What follows belongs to an exercise in optimizing a design on an open flow for small area, a short achievable clock period and few clock cycles per item; a production flow would make more cautious choices.
At most, simulation tests tie the RTL to the original design; equivalence was not proved.
Power is estimated from default activity; no workload was simulated.

==> flow/design.v (excerpt) <==
module conv_acc
(
    input  logic        clk,
    input  logic        arst_n,
    input  logic        wb_cyc,
    input  logic        wb_stb,
    input  logic        wb_we,
    input  logic [1:0]  wb_adr,
    input  logic [31:0] wb_dat_i,
    output logic        wb_ack,
    output logic [31:0] wb_dat_o
);
Size in the first run: about 830 cells after synthesis.
Settings: LEC_CHECK=0, CAP_MARGIN=20, CORE_MARGIN=2, CORE_UTILIZATION=65, CTS_BUF_LIST=sky130_fd_sc_hd__clkbuf_16, CTS_CLUSTER_DIAMETER=120, CTS_CLUSTER_SIZE=30, SETUP_SLACK_MARGIN=3.8, SLEW_MARGIN=20, SYNTH_HIERARCHICAL=1, TNS_END_PERCENT=100; clock period 7.0 ns.
run.sh (not shown) runs the stock make flow with config.mk's settings and CLKGATE_MAP_FILE= SYNTH_SCRIPT=/design/flow/synth_recipe.tcl, a recipe that flattens the netlist after the stock synthesis.
The baseline went through all stages and came out clean.
Then changed:
Settings changed: CORE_UTILIZATION 65 to 60.
Effect:
- via count went down by 1.2%
- hold slack is worse by 0.017 ns
- setup slack is better by 0.0097 ns
- power went up by 1.1%
- synthesized area is unchanged
Then changed:
Settings changed: CORE_UTILIZATION 60 to 70.
Non-clock buffer count falls by 3.
Register-to-register slack is better by 0.04 ns.
Worst hold slack hardly moves.
Cell area shrinks by 0.87%.
Combinational power shrinks by about 3%.
Global-route usage rose by 2.5 points.
Final cell count drops by 4.2%.
Power falls by 1.2%.
No functional check of the RTL was part of any run of this note.

## try-lagoon
conv_acc, a different RTL version from the one above (not shown whole).
Size in the first run: roughly 830 cells after synthesis, ~13000 um^2 of cells after synthesis.
Settings: LEC_CHECK=0, CAP_MARGIN=20, CORE_MARGIN=2, CORE_UTILIZATION=70, CTS_BUF_LIST=sky130_fd_sc_hd__clkbuf_16, CTS_CLUSTER_DIAMETER=120, CTS_CLUSTER_SIZE=30, SETUP_SLACK_MARGIN=3.72, SLEW_MARGIN=20, SYNTH_HIERARCHICAL=1, TNS_END_PERCENT=100; clock period 7.0 ns.
try-lagoon ran to completion and came out clean on the timing, design-rule and antenna checks.
Testbench counts of try-lagoon, summed over its fixed seeds: cycles 9,600, items 3,200.
The inputs of try-umber differ from those of try-lagoon as listed below.
Settings: changing SETUP_SLACK_MARGIN from 3.72 to 3.8; setting ABC_AREA to 1 for the first time.
Results
try-umber ended with every stage complete and zero timing, DRC or antenna violations.
[compare] base=try-lagoon new=try-umber: share of power burned in combinational logic grew by 2.6 points; die area has increased; power grew by 2.2%.
Input-level comparison between try-amber and try-umber:
Settings: clearing ABC_AREA, which used to be 1.
Findings:
try-amber: all stages complete, timing, DRC and antenna checks passed
try-amber against try-umber: post-layout utilization of the core increased 0.68 points, logic depth of the worst path, buffers included decreased 2, total power decreased 66 uW.
try-amber vs try-umber: area of all placed cells without fillers down by a little under 10%
Summary of the comparison: routed length per instance is higher in try-amber, relative to try-umber.
try-amber against try-umber: internal power component picked up an extra 1.8%, fraction of area in non-clock buffers lost 0.58 points.
try-umber → try-amber: final hold slack went down 11 ps, wire length shrank by 8.4%, flip-flop and latch count neither gained nor lost much, number of global-route vias before repair now smaller.

== run 1 ==
conv_acc again, from the RTL that the note above started with.
Settings: LEC_CHECK=0, CAP_MARGIN=20, CORE_MARGIN=2, CORE_UTILIZATION=75, CTS_BUF_LIST=sky130_fd_sc_hd__clkbuf_16, CTS_CLUSTER_DIAMETER=120, CTS_CLUSTER_SIZE=30, SETUP_SLACK_MARGIN=3.8, SLEW_MARGIN=20, SYNTH_HIERARCHICAL=1, TNS_END_PERCENT=100; clock period 7.0 ns.
Run 1 reached the final stage; the timing, design-rule and antenna checks on its layout passed.
Testbench counts of run 1, summed over its fixed seeds: cycles 9,600, items 3,200.
The following lists how run 2 was set up differently from run 1:
Settings: changing CORE_UTILIZATION from 75 to 60.
--- outcome ---
Run 2: no failed stages, no open violations at the end. Run 2 vs run 1, vertical extent of the die went up by 11%. Reported for run 2 and run 1, sequential cell count turned out identical to the last digit. Measured against each other, run 2 and run 1 differ in headroom to the max-slew limit, the higher figure coming from run 2. Compared run 2 against run 1; design area within noise. [compare] base=run 1 new=run 2: area of combinational cells with multiple inputs level; detailed-router iteration count before antenna repair now larger; share of the final layout cell area in multi-input gates about even; data arrival time of the worst path lost 20 ps. Between run 2 and run 1, it is run 2 whose number of buffers outside the clock class in the layout is higher, by 2. Run 1 → run 2: core utilization lower; final period demand of the worst path now sits lower.
### run 2 -> run 3
Settings: BUFFER_PORTS_ARGS newly set to -buffer_cell sky130_fd_sc_hd__buf_1; CORE_UTILIZATION changed from 60 to 70.
==> flow/flow/run.sh (new file) <==
#!/bin/bash
# The standard layout, with plain buffers (resized later as timing needs)
# on the ports instead of the delay cells port buffering picks by default.
set -e
cat >> config.mk <<'EOC'
export BUFFER_PORTS_ARGS = -buffer_cell sky130_fd_sc_hd__buf_1
EOC
bash standard.sh > standard.log 2>&1
==> flow/standard.sh (new file) <==
#!/bin/bash
# synth_recipe.tcl (not shown) runs the flow's synth.tcl, then flattens the netlist and writes it again
# the make line also repeats each setting of config.mk as NAME=value (left out here)
make -C /OpenROAD-flow-scripts/flow DESIGN_CONFIG=/design/flow/config.mk WORK_HOME=/design/flow/orfs CLKGATE_MAP_FILE= SYNTH_SCRIPT=/design/flow/synth_recipe.tcl "${@:-finish}"
removed: flow/run.sh
==> run notes <==
Timing, DRC, antenna: 0 failures across run 2 and run 3
Slowest cell on the critical path = and3b_1: run 3; slowest cell on the critical path = nand3b_1: run 2
Re detailed-placement wirelength estimate: run 3 is about 4% down on run 2.
Diff run 2 -> run 3: register share of the cell area up 0.76 points; core utilization up 10 points; number of post-CTS setup repair buffers down 3.
Comparing run 2 against run 3, there is no change at all in synthesized cell count.
Run 3 vs run 2 on worst setup slack: run 3 is the lower one.
The final reports for run 3 and run 2 show final cycle utilization of the critical path higher in the former.
Diff run 2 and run 3: count of non-CTS buffers in the layout higher in run 2
Comparing run 2 and run 3, via count of the first global-routing pass is higher on run 3.
Going from run 2 to run 3, power density relative to cell area grows by 2.0 nW/um^2.

conv_acc, a different RTL version from the one above (not shown whole).
For scale: about 1000 cells after synthesis.
Settings: LEC_CHECK=0, CAP_MARGIN=20, CORE_MARGIN=2, CORE_UTILIZATION=60, SETUP_SLACK_MARGIN=3.5, SLEW_MARGIN=20, TNS_END_PERCENT=100; clock period 7.0 ns.
Stock flow here: none of the scripts above is used.
Edit:
SETUP_SLACK_MARGIN = 3.8   (was 3.5)
Result:
- The changed run finished clean
- worst setup slack gets worse by 0.064 ns
- die area is unchanged
- combinational power increases by 11%
No run of this note included a check of the RTL's function; only the layout flow was run.

run A:
conv_acc, a different RTL version from the one above (not shown whole).
Size: ~870 cells after synthesis, about 300 flip-flops, roughly 72 I/O pins, roughly 13000 um^2 of cells after synthesis.
clock: 7.0 ns
lec_check: 0
cap_margin: 20
core_margin: 2
core_utilization: 70
cts_buf_list: sky130_fd_sc_hd__clkbuf_16
cts_cluster_diameter: 120
cts_cluster_size: 30
setup_slack_margin: 3.8
slew_margin: 20
synth_hierarchical: 1
tns_end_percent: 100
No stage failed in run A, and the final checks on the layout all came back clean.
Testbench counts of run A, summed over its fixed seeds: cycles 9,600, items 3,200.
For run B, these inputs were changed with respect to run A:
--- a/flow/config.mk
+++ b/flow/config.mk
@@ -12,5 +12,5 @@
 export CTS_CLUSTER_DIAMETER = 120
 export CTS_CLUSTER_SIZE = 30
-export SETUP_SLACK_MARGIN = 3.8
+export SETUP_SLACK_MARGIN = 3.7
 export SLEW_MARGIN = 20
 export SYNTH_HIERARCHICAL = 1
When the final numbers for run A and run B were put side by side, the design area turned out to be smaller in run B. Diff run A..run B | post-synth design cell area | unchanged. Diff run A and run B: worst hold slack across all endpoints lower in run B. The multi-input combinational area share of run A and that of run B are within noise of each other. On run B: clock period minus worst slack is 0.028 ns higher than what run A gave.
## Diff of input files: run C against run B
--- a/flow/config.mk
+++ b/flow/config.mk
@@ -8,9 +8,9 @@
 export CAP_MARGIN = 20
 export CORE_MARGIN = 2
-export CORE_UTILIZATION = 70
+export CORE_UTILIZATION = 60
 export CTS_BUF_LIST = sky130_fd_sc_hd__clkbuf_16
 export CTS_CLUSTER_DIAMETER = 120
 export CTS_CLUSTER_SIZE = 30
-export SETUP_SLACK_MARGIN = 3.7
+export SETUP_SLACK_MARGIN = 3.8
 export SLEW_MARGIN = 20
 export SYNTH_HIERARCHICAL = 1
--- outcome ---
- Run C — clock network latency to the later pin of the worst-skew pair 0.02 ns lower, run B as reference
- Between run C and run B, the sum of met3 wire segment lengths after detailed routing is higher for run B.
- On via count of the routed design, run C does better than run B.

== alpha ==
conv_acc, a different RTL version from the one above (not shown whole).
Size: roughly 1100 cells after synthesis, roughly 0.014 mm^2 of cells after synthesis.
make LEC_CHECK=0 CAP_MARGIN=20 CORE_MARGIN=2 CORE_UTILIZATION=60 SETUP_SLACK_MARGIN=2.0 SLEW_MARGIN=20 TNS_END_PERCENT=100 finish   # period 7.0 ns
alpha reached the final stage; the timing, design-rule and antenna checks on its layout passed.
--- input diff alpha..beta ---
--- a/flow/config.mk
+++ b/flow/config.mk
@@ -10,3 +10,3 @@
 export CORE_UTILIZATION = 60
-export SETUP_SLACK_MARGIN = 2.0
+export SETUP_SLACK_MARGIN = 3.6
 export SLEW_MARGIN = 20
Results
Setup skew after layout, alpha and beta: smaller value in beta
[diff] fmax, beta relative to alpha: improvement
Taking alpha as the reference, in beta share of total power in the clock network has decreased, wire length after detailed routing has increased, worst hold slack has increased, share of the cycle needed by the critical path after routing has decreased, measured slew at the worst slew-check pin has decreased.
Worst-case setup margin in the final layout delta (beta − alpha): favourable
[diff] via count, beta relative to alpha: regression
Comparing alpha and beta, the lower final area was measured on alpha.
No run of this note included a check of the RTL's function; only the layout flow was run.

v6:
The RTL this note starts from:
==> flow/design.v <==
package conv_pkg;
    localparam int RES_DEPTH = 16;
    localparam logic [1:0] ADR_OPERAND = 2'd0;
    localparam logic [1:0] ADR_RESULT  = 2'd1;
    localparam logic [1:0] ADR_STATUS  = 2'd2;
    localparam logic [1:0] ADR_CLEAR   = 2'd3;
    typedef struct packed {
        logic signed [15:0] psum;
        logic signed [7:0]  fltr;
        logic signed [7:0]  ifmap;
    } operand_t;
endpackage
module conv_acc
(
    input  logic        clk,
    input  logic        arst_n,
    input  logic        wb_cyc,
    input  logic        wb_stb,
    input  logic        wb_we,
    input  logic [1:0]  wb_adr,
    input  logic [31:0] wb_dat_i,
    output logic        wb_ack,
    output logic [31:0] wb_dat_o
);
    localparam int DEPTH = conv_pkg::RES_DEPTH;
    logic              req;
    logic              wr_operand;
    logic              rd_result;
    logic              wr_clear;
    logic              accept;
    logic              pop;
    logic              hit;
    logic              stage_v;
    conv_pkg::operand_t stage_op;
    logic signed [15:0] mac;
    logic [15:0]       mem [DEPTH];
    logic [3:0]        wptr;
    logic [3:0]        rptr;
    logic [4:0]        cnt;
    logic              overflow;
    logic              underflow;
    logic [15:0]       head;
    logic [3:0]        status;
    assign req        = wb_cyc && wb_stb;
    assign wb_ack     = req;
    assign wr_operand = req &&  wb_we && (wb_adr == conv_pkg::ADR_OPERAND);
    assign rd_result  = req && !wb_we && (wb_adr == conv_pkg::ADR_RESULT);
    assign wr_clear   = req &&  wb_we && (wb_adr == conv_pkg::ADR_CLEAR);
    assign accept = wr_operand && !cnt[4];
    assign hit    = (cnt > {4'd0, stage_v});
    assign pop    = rd_result && hit;
    always_ff @(posedge clk or negedge arst_n) begin
        if (!arst_n) begin
            stage_v   <= 1'b0;
            wptr      <= '0;
            rptr      <= '0;
            cnt       <= '0;
            overflow  <= 1'b0;
            underflow <= 1'b0;
        end else begin
            stage_v <= accept;
            if (stage_v) wptr <= wptr + 1'b1;
            if (pop)     rptr <= rptr + 1'b1;
            case ({accept, pop})
                2'b10:   cnt <= cnt + 1'b1;
                2'b01:   cnt <= cnt - 1'b1;
                default: cnt <= cnt;
            endcase
            if (wr_clear) begin
                overflow  <= 1'b0;
                underflow <= 1'b0;
            end else begin
                if (wr_operand && cnt[4]) overflow  <= 1'b1;
                if (rd_result && !hit)    underflow <= 1'b1;
            end
        end
    end
    always_ff @(posedge clk) begin
        stage_op <= conv_pkg::operand_t'(wb_dat_i);
    end
    assign mac = stage_op.psum + stage_op.ifmap * stage_op.fltr;
    always_ff @(posedge clk) begin
        if (stage_v) mem[wptr] <= mac;
    end
    assign head   = mem[rptr];
    assign status = {cnt != 5'd0, cnt == 5'd0, underflow, overflow};
    always_comb begin
        wb_dat_o = '0;
        case (wb_adr)
            conv_pkg::ADR_RESULT: wb_dat_o[15:0] = hit ? head : 16'd0;
            conv_pkg::ADR_STATUS: wb_dat_o[3:0]  = status;
            default:              wb_dat_o       = '0;
        endcase
    end
endmodule
==> flow/config.mk <==
export PLATFORM = sky130hd
export DESIGN_NAME = conv_acc
export DESIGN_NICKNAME = conv_acc
export VERILOG_FILES = /design/flow/design.v
export SDC_FILE = /design/flow/constraint.sdc
export NUM_CORES = 4
export LEC_CHECK = 0
export CAP_MARGIN = 20
export CORE_MARGIN = 2
export CORE_UTILIZATION = 40
export SLEW_MARGIN = 20
==> flow/constraint.sdc <==
create_clock -name core_clock -period 7.0 [get_ports {clk}]
set_input_delay 1.4000 -clock core_clock [delete_from_list [all_inputs] [get_ports {clk}]]
set_output_delay 1.4000 -clock core_clock [all_outputs]
set_load 0.01 [all_outputs]
v6 went all the way through synthesis, placement and routing and the layout is clean on timing, DRC and antenna.
Testbench counts of v6, summed over its fixed seeds: cycles 9,600, items 3,200.
Here is what was changed in the inputs of v58 compared with v6.
Settings: an added TNS_END_PERCENT of 100; an added SETUP_SLACK_MARGIN of 3.8; an added ABC_CLOCK_PERIOD_IN_PS of 3000.
Results
v58 -> v6: flip-flop and latch count flat
Against v6 as the reference, v58 delivers a lower net switching fraction of the power.
Of v6 and v58, the lower maximum net fanout on the critical path belongs to v58.
stage_op[8]$_DFF_P_ as the launch point of the critical path was reported by v6, and stage_op[3]$_DFF_P_ by v58.
Power density over cell area: v58 > v6
Looking only at routed metal-1 wire length, and setting everything else aside, the higher value of v6 and v58 goes to v6.
Taking v6 as the reference, in v58 worst setup slack up 1270 ps; amount of wire on met3 after detailed routing moved up; sequential share of layout area -5.8 points.
Reported for v6 and v58, number of clock sinks turned out identical to the last digit.
Comparing v6 with v58, the latest clock arrival within the worst-skew pair came out essentially unchanged.
Compared with v6, v58 is the more power-hungry design.
diff inputs: v58 => v17
Settings: removing ABC_CLOCK_PERIOD_IN_PS (formerly 3000).
==> comparison <==
- Worst setup slack came out exactly the same in v58 and v17.
- On area enclosed by the die boundary, v58 and v17 are neck and neck.
- As far as cell count after synthesis goes, v17 and v58 are indistinguishable; the numbers are identical.
- v17 -> v58: wire length delta 0, exact match

== build 78 ==
RTL: one of the versions met above, not the one the previous note started from.
For scale: ~830 cells after synthesis, ~72 I/O pins.
Settings: LEC_CHECK=0, CAP_MARGIN=20, CORE_MARGIN=2, CORE_UTILIZATION=70, CTS_BUF_LIST=sky130_fd_sc_hd__clkbuf_16, CTS_CLUSTER_DIAMETER=120, CTS_CLUSTER_SIZE=30, SETUP_SLACK_MARGIN=3.8, SLEW_MARGIN=20, SYNTH_HIERARCHICAL=1, TNS_END_PERCENT=20; clock period 7.0 ns.
Build 78: flow completed, timing, DRC and antenna clean
Testbench counts of build 78, summed over its fixed seeds: cycles 9,600, items 3,200.
## Diff of input files: build 31 against build 78
- TNS_END_PERCENT changed from 20 to 100
- PLACE_DENSITY newly set to 0.75
Findings:
- Build 31: part of the power in combinational logic 0.2 points above build 78
- Relative to build 78, the ratio of total power to cell area of build 31 is higher by 1.1 nW/um^2.
- As far as sequential logic power is concerned, build 31 and build 78 perform about the same.
- wb_cyc as the first element of the critical path was reported by build 78, and wb_adr[0] by build 31.
- Build 78 and build 31 ended up with nearly the same net switching power.
- Per the comparison of build 31 with build 78, via count of the first global-routing pass lower; switching share of power roughly the same; global-route met1 utilization higher; total power draw roughly the same.
- Multi-input combinational cell count came out exactly the same in build 78 and build 31.
Edits applied to the flow inputs when going from build 31 to build 14:
- removing PLACE_DENSITY (formerly 0.75)
- setting IO_CONSTRAINTS to /design/flow/flow/io.tcl for the first time
==> flow/flow/run.sh (new file) <==
#!/bin/bash
# The standard layout, with the bus control, address and read data pins
# placed together on one edge (flow/io.tcl).
set -e
echo "export IO_CONSTRAINTS = $PWD/flow/io.tcl" >> config.mk
bash standard.sh > standard.log 2>&1
==> flow/flow/io.tcl (new file) <==
# Keep the bus control, address and read data pins together on one edge:
# the read data is a gate or two from the address and the head register.
set_io_pin_constraint -group -order -region left:* -pin_names {
  wb_dat_o[15] wb_dat_o[14] wb_dat_o[13] wb_dat_o[12]
  wb_dat_o[11] wb_dat_o[10] wb_dat_o[9] wb_dat_o[8]
  wb_dat_o[7] wb_dat_o[6] wb_dat_o[5] wb_dat_o[4]
  wb_ack wb_cyc wb_stb wb_adr[0] wb_adr[1]
  wb_dat_o[3] wb_dat_o[2] wb_dat_o[1] wb_dat_o[0]
}
==> flow/standard.sh (new file) <==
#!/bin/bash
# synth_recipe.tcl (not shown) runs the flow's synth.tcl, then flattens the netlist and writes it again
# the make line also repeats each setting of config.mk as NAME=value (left out here)
make -C /OpenROAD-flow-scripts/flow DESIGN_CONFIG=/design/flow/config.mk WORK_HOME=/design/flow/orfs CLKGATE_MAP_FILE= SYNTH_SCRIPT=/design/flow/synth_recipe.tcl "${@:-finish}"
removed: flow/run.sh
==> run notes <==
Build 14: flow completed, timing, DRC and antenna clean
Build 14 vs. build 31: via count of the first global-routing pass higher, largest net degree at the start of global routing went down by 38, combinational power stayed essentially flat, post-route cell area increased by about 0.9% relative to the old numbers, sequential cell count shows no meaningful change.
Final total power: build 14 higher than build 31
Relative to build 31, the routed length on met1 measured on build 14 has decreased slightly.
In terms of share of cell area taken by multi-input logic gates, build 31 and build 14 differ only marginally.
From build 31 to build 14 the numbers moved as follows: area growth from synthesis to final layout rose by 1.0 points; clock share of power saw a decrease.

==> afterwards: timing with drivers on the ports <==
The results above use ideal ports. As a check the final layouts listed here were re-extracted and re-timed, cells and wires unchanged.
Step 1: set_driving_cell puts a clkbuf_16 on clk and a buf_2 on each other input, an assumption about the parent block.
Step 2 also shifts input and output timing later by t, the mid clock arrival at the registers, as if the neighbouring blocks saw the same clock.
a / b / c = ideal / step 1 / step 2; a / b = the first two.
run | shift t [ns] | setup slack, ns | worst register clock-pin slew, ns | worst data-port slew with drivers (ns) | cell pins on the clock port's net
the first run of note 1 | 0.537 | 3.722 / 3.482 / 3.143 | 0.12 / 0.12 | 0.29 | 1
the second run of note 1 | 0.542 | 3.732 / 3.466 / 3.162 | 0.12 / 0.12 | 0.34 | 1
the third run of note 1 | 0.536 | 3.720 / 3.519 / 3.126 | 0.11 / 0.11 | 0.26 | 1
try-lagoon | 0.522 | 3.706 / 3.501 / 3.170 | 0.12 / 0.12 | 0.26 | 1
try-umber | 0.530 | 3.670 / 3.438 / 3.324 | 0.12 / 0.12 | 0.32 | 1
try-amber | 0.529 | 3.708 / 3.487 / 3.223 | 0.12 / 0.12 | 0.31 | 1
run 1 | 0.526 | 3.701 / 3.504 / 3.216 | 0.12 / 0.12 | 0.28 | 1
run 2 | 0.525 | 3.717 / 3.484 / 3.126 | 0.11 / 0.11 | 0.32 | 1
run 3 | 0.518 | 3.703 / 3.457 / 3.066 | 0.11 / 0.11 | 0.33 | 1
the first run of note 4 | 0.551 | 2.945 / 2.885 / 2.885 | 0.06 / 0.06 | 0.06 | 1
the second run of note 4 | 0.559 | 2.881 / 2.817 / 2.817 | 0.06 / 0.06 | 0.06 | 1
run A | 0.532 | 3.676 / 3.532 / 3.195 | 0.12 / 0.12 | 0.24 | 1
run B | 0.540 | 3.648 / 3.505 / 3.069 | 0.12 / 0.12 | 0.26 | 1
run C | 0.540 | 3.624 / 3.467 / 3.175 | 0.12 / 0.12 | 0.26 | 1
alpha | 0.595 | 2.240 / 2.210 / 1.871 | 0.06 / 0.06 | 0.04 | 1
beta | 0.594 | 3.301 / 3.248 / 2.970 | 0.06 / 0.06 | 0.06 | 1
v6 | 0.613 | 1.127 / 1.127 / 1.127 | 0.06 / 0.06 | 0.04 | 1
v58 | 0.616 | 2.395 / 2.395 / 2.395 | 0.07 / 0.07 | 0.04 | 1
v17 | 0.616 | 2.395 / 2.395 / 2.395 | 0.07 / 0.07 | 0.04 | 1
build 78 | 0.535 | 3.695 / 3.490 / 3.229 | 0.12 / 0.12 | 0.26 | 1
build 31 | 0.529 | 3.708 / 3.487 / 3.223 | 0.12 / 0.12 | 0.31 | 1
build 14 | 0.520 | 3.694 / 3.554 / 3.208 | 0.11 / 0.11 | 0.20 | 1
After both steps every run listed still meets setup and hold. The setup slack of run 3, which loses most, moves by -0.246 ns with the drivers and by -0.637 ns with both steps.
